What follows belongs to an exercise in optimizing a design on an open flow for small area, a short achievable clock period and few clock cycles per item; a production flow would make more cautious choices. The RTL was checked by simulation tests, not by an equivalence proof against the original design.

## run.sh

```bash
#!/bin/bash
# synth_recipe.tcl (not shown) runs the flow's synth.tcl, then flattens the netlist and writes it again
# the make line also repeats each setting of config.mk as NAME=value (left out here)
make -C /OpenROAD-flow-scripts/flow DESIGN_CONFIG=/design/flow/config.mk WORK_HOME=/design/flow/orfs CLKGATE_MAP_FILE= SYNTH_SCRIPT=/design/flow/synth_recipe.tcl finish
```

## config.mk

```make
export PLATFORM = sky130hd
export DESIGN_NAME = fft8_top
export DESIGN_NICKNAME = fft8_top
export VERILOG_FILES = /design/flow/design.v
export SDC_FILE = /design/flow/constraint.sdc
export NUM_CORES = 4
export LEC_CHECK = 0
export CAP_MARGIN = 20
export CORE_MARGIN = 2
export CORE_UTILIZATION = 40
export SLEW_MARGIN = 20
```

## constraint.sdc

```tcl
create_clock -name core_clock -period 9.5 [get_ports {clk}]
set_input_delay 1.9000 -clock core_clock [delete_from_list [all_inputs] [get_ports {clk}]]
set_output_delay 1.9000 -clock core_clock [all_outputs]
set_load 0.01 [all_outputs]
```

## design.v

```verilog
package fft8_pkg;
    typedef struct packed {
        logic signed [12-1:0] re;
        logic signed [12-1:0] im;
    } sample_t;
    typedef struct packed {
        logic signed [16-1:0] re;
        logic signed [16-1:0] im;
    } bin_t;
    typedef logic [1:0] bin_idx_t;
endpackage
module fft8_sample_router
(
    input  logic              clk,
    input  logic              reset,
    input  logic              sample_valid_i,
    input  fft8_pkg::sample_t sample_i,
    input  logic              frame_sent_i,
    output logic              accept_o,
    output logic              even_take_o,
    output logic              odd_take_o,
    output fft8_pkg::sample_t route_sample_o
);
    localparam int CNT_W = $clog2(8);
    logic [CNT_W-1:0] sample_cnt;
    logic             accepted;
    logic             last_sample;
    assign accepted    = sample_valid_i & accept_o;
    assign last_sample = (sample_cnt == CNT_W'(8 - 1));
    assign even_take_o    = accepted & ~sample_cnt[0];
    assign odd_take_o     = accepted & sample_cnt[0];
    assign route_sample_o = sample_i;
    always_ff @(posedge clk)
    begin
        if (reset)
        begin
            sample_cnt <= '0;
            accept_o   <= 1'b1;
        end
        else
        begin
            if (accepted)
            begin
                sample_cnt <= sample_cnt + 1'b1;
                if (last_sample)
                    accept_o <= 1'b0;
            end
            if (frame_sent_i)
                accept_o <= 1'b1;
        end
    end
endmodule
module dft4_accumulator
(
    input  logic               clk,
    input  logic               reset,
    input  logic               take_i,
    input  fft8_pkg::sample_t  sample_i,
    input  logic               clear_i,
    input  fft8_pkg::bin_idx_t sel_i,
    output logic               done_o,
    output fft8_pkg::bin_t     bin_o
);
    logic signed [16-1:0] acc_re [4];
    logic signed [16-1:0] acc_im [4];
    logic signed [16-1:0] term_re [4];
    logic signed [16-1:0] term_im [4];
    fft8_pkg::bin_idx_t n_cnt;
    logic signed [16-1:0] xr;
    logic signed [16-1:0] xi;
    logic [1:0]                    p [4];
    assign xr = sample_i.re;
    assign xi = sample_i.im;
    always_comb
    begin
        for (int k = 0; k < 4; k++)
        begin
            p[k] = 2'(n_cnt * 2'(k));
            case (p[k])
                2'd0:
                begin
                    term_re[k] = xr;
                    term_im[k] = xi;
                end
                2'd1:
                begin
                    term_re[k] = xi;
                    term_im[k] = -xr;
                end
                2'd2:
                begin
                    term_re[k] = -xr;
                    term_im[k] = -xi;
                end
                default:
                begin
                    term_re[k] = -xi;
                    term_im[k] = xr;
                end
            endcase
        end
    end
    always_ff @(posedge clk)
    begin
        if (take_i)
        begin
            for (int k = 0; k < 4; k++)
            begin
                if (n_cnt == 2'd0)
                begin
                    acc_re[k] <= term_re[k];
                    acc_im[k] <= term_im[k];
                end
                else
                begin
                    acc_re[k] <= acc_re[k] + term_re[k];
                    acc_im[k] <= acc_im[k] + term_im[k];
                end
            end
        end
    end
    always_ff @(posedge clk)
    begin
        if (reset)
        begin
            n_cnt  <= '0;
            done_o <= 1'b0;
        end
        else
        begin
            if (clear_i)
                done_o <= 1'b0;
            if (take_i)
            begin
                n_cnt <= n_cnt + 1'b1;
                if (n_cnt == 2'd3)
                    done_o <= 1'b1;
            end
        end
    end
    assign bin_o = {acc_re[sel_i], acc_im[sel_i]};
endmodule
module radix2_combiner
(
    input  logic               clk,
    input  logic               reset,
    input  logic               even_done_i,
    input  logic               odd_done_i,
    input  fft8_pkg::bin_t     even_bin_i,
    input  fft8_pkg::bin_t     odd_bin_i,
    output fft8_pkg::bin_idx_t sel_o,
    output logic               clear_o,
    output logic               wr_en_o,
    output logic [2:0]         wr_idx_o,
    output fft8_pkg::bin_t     wr_lo_o,
    output fft8_pkg::bin_t     wr_hi_o,
    output logic               frame_done_o
);
    localparam logic signed [16:0] TW_C = 23170;
    localparam int PROD_W = 2 * 16 + 2;
    logic               busy;
    fft8_pkg::bin_idx_t k_cnt;
    logic               start;
    logic               issue;
    logic signed [16:0] o_sum;
    logic signed [16:0] o_diff;
    logic signed [PROD_W-1:0]    p_sum;
    logic signed [PROD_W-1:0]    p_nsum;
    logic signed [PROD_W-1:0]    p_diff;
    fft8_pkg::bin_t              twid;
    logic               mul_vld;
    fft8_pkg::bin_idx_t mul_k;
    fft8_pkg::bin_t     even_r;
    fft8_pkg::bin_t     twid_r;
    assign start = even_done_i & odd_done_i & ~busy & ~clear_o;
    assign issue = start | busy;
    assign sel_o = k_cnt;
    always_ff @(posedge clk)
    begin
        if (reset)
        begin
            busy    <= 1'b0;
            k_cnt   <= '0;
            clear_o <= 1'b0;
        end
        else
        begin
            clear_o <= issue & (k_cnt == 2'd3);
            if (issue)
            begin
                k_cnt <= k_cnt + 1'b1;
                busy  <= (k_cnt != 2'd3);
            end
        end
    end
    always_comb
    begin
        o_sum  = odd_bin_i.re + odd_bin_i.im;
        o_diff = odd_bin_i.im - odd_bin_i.re;
        p_sum  = (o_sum * TW_C) >>> 15;
        p_nsum = (-(o_sum * TW_C)) >>> 15;
        p_diff = (o_diff * TW_C) >>> 15;
        case (k_cnt)
            2'd0:
                twid = odd_bin_i;
            2'd1:
            begin
                twid.re = p_sum[16-1:0];
                twid.im = p_diff[16-1:0];
            end
            2'd2:
            begin
                twid.re = odd_bin_i.im;
                twid.im = -odd_bin_i.re;
            end
            default:
            begin
                twid.re = p_diff[16-1:0];
                twid.im = p_nsum[16-1:0];
            end
        endcase
    end
    always_ff @(posedge clk)
    begin
        if (reset)
        begin
            mul_vld      <= 1'b0;
            mul_k        <= '0;
            frame_done_o <= 1'b0;
        end
        else
        begin
            mul_vld      <= issue;
            mul_k        <= k_cnt;
            frame_done_o <= mul_vld & (mul_k == 2'd3);
        end
    end
    always_ff @(posedge clk)
    begin
        if (issue)
        begin
            even_r <= even_bin_i;
            twid_r <= twid;
        end
    end
    always_comb
    begin
        wr_lo_o.re = even_r.re + twid_r.re;
        wr_lo_o.im = even_r.im + twid_r.im;
        wr_hi_o.re = even_r.re - twid_r.re;
        wr_hi_o.im = even_r.im - twid_r.im;
    end
    assign wr_en_o  = mul_vld;
    assign wr_idx_o = {1'b0, mul_k};
endmodule
module fft8_result_streamer
(
    input  logic           clk,
    input  logic           reset,
    input  logic           wr_en_i,
    input  logic [2:0]     wr_idx_i,
    input  fft8_pkg::bin_t wr_lo_i,
    input  fft8_pkg::bin_t wr_hi_i,
    input  logic           frame_done_i,
    input  logic           out_ready_i,
    output logic           out_valid_o,
    output logic           complete_o,
    output fft8_pkg::bin_t bin_o,
    output logic           frame_sent_o
);
    localparam int IDX_W = $clog2(8);
    localparam logic [IDX_W-1:0] HALF = IDX_W'(8 / 2);
    localparam logic [IDX_W-1:0] LAST = IDX_W'(8 - 1);
    logic [2*16-1:0] bin_buf [8];
    logic [IDX_W-1:0] send_cnt;
    logic [IDX_W-1:0] next_idx;
    logic             consume;
    assign consume  = out_valid_o & out_ready_i;
    assign next_idx = send_cnt + 1'b1;
    always_ff @(posedge clk)
    begin
        if (wr_en_i)
        begin
            bin_buf[wr_idx_i]        <= wr_lo_i;
            bin_buf[wr_idx_i + HALF] <= wr_hi_i;
        end
    end
    always_ff @(posedge clk)
    begin
        if (frame_done_i)
            bin_o <= bin_buf[0];
        else if (consume)
            bin_o <= bin_buf[next_idx];
    end
    always_ff @(posedge clk)
    begin
        if (reset)
        begin
            out_valid_o  <= 1'b0;
            complete_o   <= 1'b0;
            frame_sent_o <= 1'b0;
            send_cnt     <= '0;
        end
        else
        begin
            frame_sent_o <= consume & (send_cnt == LAST);
            if (wr_en_i)
                complete_o <= 1'b1;
            if (frame_done_i)
            begin
                out_valid_o <= 1'b1;
                send_cnt    <= '0;
            end
            else if (consume)
            begin
                send_cnt <= next_idx;
                if (send_cnt == LAST)
                begin
                    out_valid_o <= 1'b0;
                    complete_o  <= 1'b0;
                end
            end
        end
    end
endmodule
module fft8_top
(
    input  logic              clk,
    input  logic              reset,
    input  logic              sample_valid_i,
    input  logic [23:0]       sample_i,
    output logic              accept_o,
    input  logic              out_ready_i,
    output logic              out_valid_o,
    output logic [31:0]       bin_o,
    output logic              complete_o
);
    fft8_pkg::sample_t  sample_s;
    fft8_pkg::bin_t     bin_s;
    assign sample_s = sample_i;
    assign bin_o    = bin_s;
    logic               even_take;
    logic               odd_take;
    fft8_pkg::sample_t  route_sample;
    logic               even_done;
    logic               odd_done;
    fft8_pkg::bin_t     even_bin;
    fft8_pkg::bin_t     odd_bin;
    fft8_pkg::bin_idx_t kern_sel;
    logic               kern_clear;
    logic               wr_en;
    logic [2:0]         wr_idx;
    fft8_pkg::bin_t     wr_lo;
    fft8_pkg::bin_t     wr_hi;
    logic               frame_done;
    logic               frame_sent;
    fft8_sample_router router_i
    (
        .clk            (clk),
        .reset          (reset),
        .sample_valid_i (sample_valid_i),
        .sample_i       (sample_s),
        .frame_sent_i   (frame_sent),
        .accept_o       (accept_o),
        .even_take_o    (even_take),
        .odd_take_o     (odd_take),
        .route_sample_o (route_sample)
    );
    dft4_accumulator even_dft_i
    (
        .clk      (clk),
        .reset    (reset),
        .take_i   (even_take),
        .sample_i (route_sample),
        .clear_i  (kern_clear),
        .sel_i    (kern_sel),
        .done_o   (even_done),
        .bin_o    (even_bin)
    );
    dft4_accumulator odd_dft_i
    (
        .clk      (clk),
        .reset    (reset),
        .take_i   (odd_take),
        .sample_i (route_sample),
        .clear_i  (kern_clear),
        .sel_i    (kern_sel),
        .done_o   (odd_done),
        .bin_o    (odd_bin)
    );
    radix2_combiner combiner_i
    (
        .clk          (clk),
        .reset        (reset),
        .even_done_i  (even_done),
        .odd_done_i   (odd_done),
        .even_bin_i   (even_bin),
        .odd_bin_i    (odd_bin),
        .sel_o        (kern_sel),
        .clear_o      (kern_clear),
        .wr_en_o      (wr_en),
        .wr_idx_o     (wr_idx),
        .wr_lo_o      (wr_lo),
        .wr_hi_o      (wr_hi),
        .frame_done_o (frame_done)
    );
    fft8_result_streamer streamer_i
    (
        .clk          (clk),
        .reset        (reset),
        .wr_en_i      (wr_en),
        .wr_idx_i     (wr_idx),
        .wr_lo_i      (wr_lo),
        .wr_hi_i      (wr_hi),
        .frame_done_i (frame_done),
        .out_ready_i  (out_ready_i),
        .out_valid_o  (out_valid_o),
        .complete_o   (complete_o),
        .bin_o        (bin_s),
        .frame_sent_o (frame_sent)
    );
endmodule
```

==> results.txt <==
[layer usage]
metal	share of wire, %	track usage, %	vias up
li1	-	-	19400
met1	45	33.2	19500
met2	44	35.5	1650
met4	3.2	6.41	2
met3	7.9	3.61	270
met5	0.0071	0	-
[stage by stage]
| stage | worst slack [ns] | hold slack [ns] | instance area [um2] |
|---|---|---|---|
| 3_5_place_dp | 0.106 | 0.405 | 55100 |
| 2_1_floorplan | 0.0411 | 0.390 | 52000 |
| 3_3_place_gp | 0.246 | 0.409 | 55100 |
| 4_1_cts | 0.0487 | 0.440 | 57300 |
| 6_report | 0.465 | 0.436 | 57400 |
| 5_1_grt | 0.0128 | 0.464 | 57400 |
[timing repair]
action,in CTS,in global routing
buffers inserted,0,3
endpoints found under the setup margin,0,18
resized for setup,0,20
hold endpoints to repair,0,0
[flip-flops by register name, indices dropped and copies added, names as in the netlist, 2 cells and up]
signal / count
streamer_i.bin_buf: 248
even_dft_i.acc_im: 64
even_dft_i.acc_re: 64
odd_dft_i.acc_im: 64
odd_dft_i.acc_re: 64
combiner_i.even_r: 32
combiner_i.twid_r: 32
streamer_i.bin_o: 32
router_i.sample_cnt: 3
streamer_i.send_cnt: 3
combiner_i.k_cnt: 2
combiner_i.mul_k: 2
even_dft_i.n_cnt: 2
odd_dft_i.n_cnt: 2
[cells by family (layout without fill, tap and decap cells)]
kind of cell             after synthesis  in the layout  synth area share, %
adder cells (fa/ha/maj)              750            750                 20.2
AND/OR/NAND/NOR                     1170           1170                 10.1
AO/OA/AOI/OAI                       1500           1500                 18.5
XOR/XNOR                             419            419                 7.08
buffers and inverters                639            726                 4.65
flip-flops                           624            624                 35.6
multiplexers                         143            143                 3.91
[worst max-delay path by stage]
stage,start,end,slack [ns],depth (start not counted)
6_report,combiner_i.k_cnt[0],combiner_i.twid_r[2],0.46,30
5_1_grt,combiner_i.k_cnt[1],combiner_i.twid_r[14],0.01,35
3_3_place_gp,combiner_i.k_cnt[1],combiner_i.twid_r[15],0.25,34
4_1_cts,combiner_i.k_cnt[1],combiner_i.twid_r[15],0.05,34
3_5_place_dp,combiner_i.k_cnt[1],combiner_i.twid_r[15],0.11,34
2_1_floorplan,combiner_i.k_cnt[0],combiner_i.twid_r[15],0.04,39
[synthesized netlist by cell type, types with 47 or more instances]
| cell | number | area, um2 |
|---|---|---|
| a21o_1 | 98 | 736 |
| a21oi_1 | 479 | 2400 |
| a222oi_1 | 103 | 1030 |
| clkbuf_1 | 208 | 781 |
| edfxtp_1 | 600 | 18000 |
| fa_1 | 147 | 2940 |
| ha_1 | 603 | 7540 |
| inv_1 | 375 | 1410 |
| mux2i_1 | 59 | 591 |
| nand2_1 | 423 | 1590 |
| nand3_1 | 55 | 275 |
| nor2_1 | 356 | 1340 |
| nor2b_1 | 50 | 313 |
| nor3_1 | 103 | 515 |
| o21a_1 | 52 | 390 |
| o21ai_0 | 347 | 1740 |
| o21bai_1 | 64 | 480 |
| o22ai_1 | 47 | 294 |
| xnor2_1 | 282 | 2470 |
| xor2_1 | 136 | 1190 |
[layout make-up]
cell class              count  area share (%)
flip-flops and latches    624            32.2
inverters                 385            2.52
well taps                1742            3.80
multi-input cells        3982            54.4
clock buffers              75            3.03
clock inverters            44           0.789
repair buffers            222            3.27
==> results by group <==
Synth
  – Sequential element share of the synthesized area: 35.6%
  – Area of the mapped netlist: 52,000 um2
  – Post-synth ARST share: 0%
  – Mean Syn Cell Area: 9.91 um2
  – Syn Inst Count: 5,245
  – Number of synthesized flops with an enable pin: 600
  – Top_reg_cell synth: edfxtp_1
  – Library cells used by synthesis: 81
  – Mapped Nets: 6,023
  – Flops & latches, synth: about 620
  – Synth warn: 9

Finish
  – Multi-input gate area: 31,200 um2
  – Nets@finish: between 6,000 and 7,000
  – Post-Layout Cell Count: approximately 7,100
  – Synth-to-Final Area Change: 10.5%
  – Layout cells sized above 1: 7.93%
  – Highest-count cells in the layout ignoring fill and taps: edfxtp_1 (600), ha_1 (591), a21oi_1 (473)
  – Fillcell total: 12,400
  – Finished Core Util: 44.5%
  – Storage cell area: approximately 19,000 um2
  – Commonest non-fill, non-tap cell in the layout: edfxtp_1
  – Diode count: 0

Timing
  – Max Fclk: 111 MHz
  – RSZ-0062 raised after global routing: false
  – Fin Setup TNS: 0 ns
  – Final critical-path required period: about 9.0 ns
  – Period utilisation layout: 95.1%
  – Setup-failing EPs final: 0
  – Hold Fails Final Rpt: 0
  – Final slew viol count: 0
  – Slew HR: 23.6%
  – Worst slew pin tran: 1.15 ns
  – Worst clock skew: about 0.018 ns

Clock tree
  – Worst-path clk slew: 0.06 ns
  – Hold buffer count at cts: 0
  – Clock Latency Late Sink: roughly 0.64 ns
  – CTS tree: done
  – Clk root buf: clkbuf_16
  – Clk sink count: 624
  – CTS Buf Count: 68
  – Maximum root-to-sink buffer count: 3
  – H-tree levels: 3

Worst hold path
  – Worst Hold End: router_i.accept_o
  – Worst hold path depth: 1
  – Hold Path Class: reg2reg
  – HP Start: streamer_i.frame_sent_o

GRT
  – All-Layer GR Usage: a little under a quarter
  – Global-route wire length before repair: around 240,000 um
  – Pin count of the biggest net entering global routing: 141
  – Vias in the first global route: about 38,000
  – GRT overflow: 0
  – Initial antenna violation count: 13

Run status
  – Outcome: finished clean

Place
  – Post-DP HPWL: 115,000 um
  – IO buf count: 62
  – GP Congestion: 0.953
  – Inst Count DP: 6,952

Drt
  – Detailed Routing Iterations Pass 1: 9
  – Routed Antenna Nets: 0
  – Iter 0 DRT Violations: about 4,600
  – Vias/cell: 5.76
  – Avg WL per Cell: roughly 22 um
  – DRC: 0
  – Vias: slightly above 40,000
  – Drt total wl: 155,000 um

Floorplanning
  – Die area: 133,000 um2
  – Ports: 63
  – Die Height: 364 um
  – Die W: about 360 um
  – # rows: ~130
  – Core area: 129,000 um2
  – Starting Density: 40.2%

Setup path
  – WP data arrival: 9.43 ns
  – R2R depth: 30
  – Worst R2R Setup Slack: 0.46 ns
  – Delay-heaviest family, CP: adder cells
  – Critical path class: reg2reg
  – R2r endpoint: combiner_i.twid_r[2]
  – Crit-path most repeated cell: ha_1
  – Critical Path RT: 9.89 ns
  – CP max stage delay: 0.74 ns
  – Startpoint Class: flop
  – CP Buf/Inv Count: 5
  – Worst setup EP type: flop
  – CP Max Fanout: 35
  – R2r startpoint: combiner_i.k_cnt[0]
  – Slowest cell on the critical path: or4b_2

Run
  – Max-Cap Viols: 0
Testbench counts, summed over its fixed seeds: cycles 8,824, frames 384.

==> what the ideal ports hide <==
How much do the figures lean on ideal ports? The routed layout below was timed once more, with nothing changed but the port constraints.
Step 1: set_driving_cell puts a clkbuf_16 on clk and a buf_2 on each other input, an assumption about the parent block.
Step 2 also shifts input and output timing later by t, the mid clock arrival at the registers, as if the neighbouring blocks saw the same clock.
Three values: ideal ports, drivers, drivers and shift; two values: the first two.
t (ns): 0.707
slack for setup (ns): 0.465 / 0.465 / 0.465
latest minus earliest clock arrival (ns): 0.018 / 0.018
After both steps setup and hold are still met in this run. For this run, drivers alone change the setup slack by 0.000 ns; drivers and shift together by 0.000 ns.
